Source: an optimization exercise on an open RTL-to-GDS flow (aim: small area, a short achievable clock period and few clock cycles per item). Production flows keep margins and buffers that such runs may drop. RTL that was checked went through simulation tests only; none was proved equivalent to the original. Power is estimated from default activity; no workload was simulated.

run A:
Design wall_grid_neighbor_smoothing_core, start of the top module:
module wall_grid_neighbor_smoothing_core (
	input  logic                                clk,
	input  logic                                arst_n,
	input  logic                                s_axis_tvalid,
	output logic                                s_axis_tready,
	input  logic [wgns_pkg::IN_DATA_W-1:0]      s_axis_tdata,   
	output logic                                m_axis_tvalid,
	input  logic                                m_axis_tready,
	output logic [wgns_pkg::OUT_DATA_W-1:0]     m_axis_tdata,   
	output logic [wgns_pkg::OUT_USER_W-1:0]     m_axis_tuser,   
	output logic                                m_axis_tlast,   
	input  logic                                cfg_we,
	input  logic [wgns_pkg::CFG_IDX_W-1:0]      cfg_index,
	input  logic [wgns_pkg::CFG_DATA_W-1:0]     cfg_wdata
);
	localparam int DEPTH = 8;    
	localparam int PTR_W = $clog2(DEPTH);
	logic [7:0] sat3;
	logic [7:0] wv_q, hv_q;    
	logic [3:0] keep_thr_q, grow_thr_q;
	assign sat3 = (cfg_wdata < 9'd3)   ? 8'd0 :
	              (cfg_wdata > 9'd256) ? 8'd253 : 8'(cfg_wdata - 9'd3);
	always_ff @(posedge clk or negedge arst_n) begin
		if (!arst_n) begin
			wv_q       <= 8'(wgns_pkg::RST_WIDTH - 3);
			hv_q       <= 8'(wgns_pkg::RST_HEIGHT - 3);
			keep_thr_q <= wgns_pkg::RST_KEEP;
			grow_thr_q <= wgns_pkg::RST_GROW;
		end else if (cfg_we) begin
			case (cfg_index)
				wgns_pkg::REG_GRID_WIDTH:  wv_q       <= sat3;
				wgns_pkg::REG_GRID_HEIGHT: hv_q       <= sat3;
				wgns_pkg::REG_WALL_KEEP:   keep_thr_q <= cfg_wdata[3:0];
				wgns_pkg::REG_FLOOR_GROW:  grow_thr_q <= cfg_wdata[3:0];
				default: ;
			endcase
		end
	end
	logic       tready_q, iv_q, ibit_q, ok_q, adv_q, push_q;
	logic       in_acc, iv_n, ok_n;
	logic [3:0] res_q;           
	logic [3:0] res_adv;
	logic [7:0] cd_q, rd_q;
	logic       fc_q, fr_q, r1_q, lc_q, lr_q;    
	logic       lc_n;
	assign in_acc = s_axis_tvalid && tready_q;
	assign iv_n   = in_acc || (iv_q && !adv_q);
	logic has_a, has_b;
	assign has_a = !fr_q && !fc_q;
	assign has_b = lc_q || lr_q;
	assign res_adv = res_q + (adv_q ? 4'(has_a) + 4'(has_b) : 4'd0);
	logic [1:0] res_inc;
	assign res_inc = adv_q ? 2'(has_a) + 2'(has_b) : 2'd0;
	always_comb begin
		if (!adv_q)
			ok_n = res_q <= 4'(DEPTH - 2);
		else if (has_a && has_b)
			ok_n = res_q <= 4'(DEPTH - 4);
  ...
clock: 5.0 ns
lec_check: 0
cap_margin: 20
core_margin: 2
core_utilization: 60
cts_buf_list: sky130_fd_sc_hd__clkbuf_16
cts_cluster_diameter: 80
cts_cluster_size: 30
hold_slack_margin: 0
setup_slack_margin: 2.9
slew_margin: 20
run.sh (not shown) runs the stock make flow with config.mk's settings and CLKGATE_MAP_FILE= SYNTH_SCRIPT=/design/flow/synth_recipe.tcl, a recipe that flattens the netlist after the stock synthesis.
Run A: all stages complete, timing, DRC and antenna checks passed
Testbench counts of run A, summed over its fixed seeds: cycles 72,300, items 68,207.
Input-level comparison between run B and run A:
Settings: a change of CTS_CLUSTER_SIZE from 30 to 20; a change of CTS_BUF_LIST from sky130_fd_sc_hd__clkbuf_16 to sky130_fd_sc_hd__clkbuf_8; a change of CTS_CLUSTER_DIAMETER from 80 to 60.
--- outcome ---
Post-synthesis to final-layout area growth ended up 1.1 points lower on run B than on run A. Lower total number of H-tree levels was reported by run A, not run B. In terms of worst clock skew on the final layout, run A and run B differ only marginally. Height of the chip: run B vs run A — no meaningful difference. Run B against run A: synthesized cell count level; utilization after layout moved down.
Changes in run C relative to run B:
Settings: CTS_BUF_LIST now sky130_fd_sc_hd__clkbuf_16, was sky130_fd_sc_hd__clkbuf_8; CTS_CLUSTER_SIZE now 30, was 20; CTS_CLUSTER_DIAMETER now 80, was 60; SETUP_SLACK_MARGIN now 3.2, was 2.9.
Notes after the runs:
- Comparing run C and run B, worst clock skew on the final layout is lower on run C.
- [diff] hold slack, run C relative to run B: regression
- Compared with run B, in run C number of buffers inserted during clock tree synthesis now sits lower, total number of vias now sits higher, final weighted congestion of routability-driven global placement now sits lower, share of the clock period used by the worst path now sits lower.
- Run C and run B ended up with roughly the same clock-pin slew on the worst setup and hold paths.
- Looking at global-route wire length before repair across both flows, run C is the weaker of the two, with run B ahead.

Another version of the RTL of wall_grid_neighbor_smoothing_core (not shown whole).
Size: about 610 flip-flops, ~53 I/O pins.
clock: 5.0 ns
lec_check: 0
cap_margin: 20
core_margin: 2
core_utilization: 60
cts_buf_list: sky130_fd_sc_hd__clkbuf_8
cts_cluster_diameter: 60
cts_cluster_size: 20
hold_slack_margin: 0
setup_slack_margin: 2.85
slew_margin: 20
Testbench counts at the start, summed over its fixed seeds: cycles 72,316, items 68,207.
Change:
Settings changed: SETUP_SLACK_MARGIN 2.85 to 2.8.
Result: The new run passed the timing, DRC and antenna checks; power falls by about 2%; fmax hardly moves; non-clock buffer count falls by 11; design area falls by 1.3%; worst hold slack got worse by 0.022 ns.
Change:
Settings changed: CORE_UTILIZATION 60 to 55, CTS_CLUSTER_DIAMETER 60 to 55, CTS_CLUSTER_SIZE 20 to 18, SETUP_SLACK_MARGIN 2.8 to 2.9.
Effect: Sequential share of layout area falls by 2.1 points; wire length increases by about 3%; non-clock buffer count grows by 21.
Change:
Settings changed: ABC_AREA set to 1, CORE_UTILIZATION 55 to 60, CTS_CLUSTER_DIAMETER 55 to 60, CTS_CLUSTER_SIZE 18 to 20.
Power rises by 11%.
Routed wire length rises by 6.0%.
Synthesized area hardly moves.
Cell count rises by about 5.6%.
Die area falls by 8.2%.
First-iteration DRC count rises by 24%.
Combinational power rises by about 4%.
Change:
Settings changed: ABC_AREA 1 to not set, GPL_ROUTABILITY_DRIVEN set to 0.
Hold slack gets better by 0.14 ns.
Register-to-register slack got worse by 0.07 ns.
Final cell count goes down by roughly a tenth.
Routed wire length went down by a little under a tenth.
Setup slack loses 0.046 ns.
Global-route usage goes down by 0.92 points.
Core utilization goes down by 0.29 points.
Sequential share of layout area goes up by 0.37 points.
Clock skew stays flat.
Change:
Settings changed: GPL_ROUTABILITY_DRIVEN 0 to not set.
Power fell slightly. Synthesized cell count stays the same. Cell area is about the same.

old:
wall_grid_neighbor_smoothing_core again, from the RTL that the note above started with.
export LEC_CHECK = 0
export CAP_MARGIN = 20
export CORE_MARGIN = 2
export CORE_UTILIZATION = 60
export CTS_BUF_LIST = sky130_fd_sc_hd__clkbuf_8
export CTS_CLUSTER_DIAMETER = 60
export CTS_CLUSTER_SIZE = 20
export HOLD_SLACK_MARGIN = 0
export SETUP_SLACK_MARGIN = 3.0
export SLEW_MARGIN = 20
create_clock -name core_clock -period 5.0 [get_ports {clk}]
Testbench counts of old, summed over its fixed seeds: cycles 72,316, items 68,207.
Input-level comparison between new and old:
Settings: CORE_UTILIZATION changed from 60 to 70; SETUP_SLACK_MARGIN changed from 3.0 to 2.9; CTS_CLUSTER_DIAMETER changed from 60 to 50.
Results
Against old, new comes in 1.0 points higher on proportion of cell area spent on the clock network.
In the reports for old and new, the smaller wire length of the first global-routing pass belongs to new.
Between old and new, the vias per cell is higher for new.
Number of cells after detailed placement was higher in old than in new.
Relative to old, final core utilization has gone up in new.
Met3 usage (lower): old
Clock skew delta for new relative to old: 0.0059 ns higher
Diff old -> new: sequential group share of total power lost 0.4 points; routed wire length on met2 went up.

Setup of 12-18:
Another version of the RTL of wall_grid_neighbor_smoothing_core (not shown whole).
For scale: roughly 1200 cells after synthesis, ~630 flip-flops, ~22000 um2 of cells after synthesis.
Settings: LEC_CHECK=0, CAP_MARGIN=20, CORE_MARGIN=2, CORE_UTILIZATION=60, CTS_BUF_LIST=sky130_fd_sc_hd__clkbuf_8, CTS_CLUSTER_DIAMETER=60, CTS_CLUSTER_SIZE=20, HOLD_SLACK_MARGIN=0, SETUP_SLACK_MARGIN=3.1, SLEW_MARGIN=20; clock period 5.0 ns.
The following lists how 05-28 was set up differently from 12-18:
--- a/flow/config.mk
+++ b/flow/config.mk
@@ -13,4 +13,4 @@
 export CTS_CLUSTER_SIZE = 20
 export HOLD_SLACK_MARGIN = 0
-export SETUP_SLACK_MARGIN = 3.1
+export SETUP_SLACK_MARGIN = 3.0
 export SLEW_MARGIN = 20
- Maximum frequency | 05-28 below 12-18
- Taking 12-18 as the reference, in 05-28 total power divided by cell area comparable, maximum resistive drop on vdd went up about 9%.
- Summary of 05-28 over 12-18: area of all placed cells without fillers dropped 1.0%; switching power as a share of total power barely changed; cell count dropped 8; power dropped 1.2%.
- The first-iteration DRC count of 05-28 was inferior to that of 12-18.
- Net switching power is higher on 12-18
- 05-28 falls short of 12-18 in clock period minus final worst setup slack.
- Critical path arrival: 12-18 vs 05-28 — no meaningful difference
- The worst min-delay path category comes out input pin to async pin in one run and register to register in the other, namely in 12-18 and 05-28 respectively.
Function was not checked in any run of this note: the RTL went through the layout flow alone.

v6:
RTL: one of the versions met above, not the one the previous note started from.
Size: about 1200 cells after synthesis, roughly 53 I/O pins, roughly 0.021 mm2 of cells after synthesis.
make LEC_CHECK=0 CAP_MARGIN=20 CORE_MARGIN=2 CORE_UTILIZATION=60 CTS_BUF_LIST=sky130_fd_sc_hd__clkbuf_8 CTS_CLUSTER_DIAMETER=60 CTS_CLUSTER_SIZE=20 HOLD_SLACK_MARGIN=0 SETUP_SLACK_MARGIN=2.9 SLEW_MARGIN=20 TNS_END_PERCENT=30 finish   # period 5.0 ns
Testbench counts of v6, summed over its fixed seeds: cycles 72,316, items 68,207.
Changes in v7 relative to v6:
Settings: CTS_CLUSTER_SIZE changed from 20 to 16; TNS_END_PERCENT removed (was 30); CTS_CLUSTER_DIAMETER changed from 60 to 80.
[summary]
- Comparing v6 with v7, the number of cells in the design after placement came out essentially unchanged.
- v6 was smaller in final cell area than v7.
- Comparing v6 and v7, the lower post-route worst hold slack was measured on v7.
- v7 ended up with reg2out as its worst setup path category; v6 ended up with reg2reg.
- v6 → v7: die area closely matched the old numbers, flip-flop and latch share of the layout cell area -0.50 points, global-route usage over all layers stayed essentially flat, total cell area at the placement stage did not really move, layout-stage area growth over the synthesis result up 0.73 points.

re-timing with driven ports:
In the flow no input, the clock included, has a driving cell. The finished layouts below were timed again as built, in two steps.
Step 1: set_driving_cell puts a clkbuf_16 on clk and a buf_2 on each other input, an assumption about the parent block.
Step 2 adds t to the input delays and takes it off the output delays; t is the mean of the earliest and latest rising clock arrival at the registers after step 1. Input paths then give back, and output paths get back, about the clock's delay inside the block.
Slacks: ideal ports / drivers / drivers and shift; pairs: ideal ports / drivers.
| run | t, ns | setup slack, ns | slew at the worst register clock pin (ns) | worst slew at a driven data input, ns |
|---|---|---|---|---|
| run A | 0.651 | 2.800 / 2.747 / 2.264 | 0.11 / 0.11 | 0.07 |
| run B | 0.659 | 2.792 / 2.744 / 2.305 | 0.11 / 0.11 | 0.04 |
| run C | 0.639 | 2.837 / 2.785 / 2.330 | 0.11 / 0.11 | 0.06 |
| the first run of note 2 | 0.659 | 2.802 / 2.751 / 2.256 | 0.12 / 0.12 | 0.03 |
| the second run of note 2 | 0.650 | 2.805 / 2.754 / 2.244 | 0.11 / 0.11 | 0.07 |
| the third run of note 2 | 0.667 | 2.779 / 2.729 / 2.276 | 0.11 / 0.11 | 0.06 |
| the fourth run of note 2 | 0.637 | 2.830 / 2.778 / 2.361 | 0.12 / 0.12 | 0.03 |
| the fifth run of note 2 | 0.663 | 2.784 / 2.734 / 2.314 | 0.12 / 0.12 | 0.04 |
| the sixth run of note 2 | 0.651 | 2.820 / 2.770 / 2.332 | 0.12 / 0.12 | 0.06 |
| old | 0.635 | 2.806 / 2.756 / 2.415 | 0.12 / 0.12 | 0.04 |
| new | 0.635 | 2.806 / 2.756 / 2.335 | 0.11 / 0.11 | 0.03 |
| 12-18 | 0.676 | 2.869 / 2.819 / 2.413 | 0.12 / 0.12 | 0.06 |
| 05-28 | 0.674 | 2.857 / 2.808 / 2.371 | 0.12 / 0.12 | 0.07 |
| v6 | 0.630 | 2.812 / 2.778 / 2.241 | 0.11 / 0.11 | 0.06 |
| v7 | 0.663 | 2.775 / 2.726 / 2.262 | 0.11 / 0.11 | 0.06 |
After both steps setup and hold are still met in every run listed. The setup slack of v6, which loses most, moves by -0.034 ns with the drivers and by -0.571 ns with both steps.
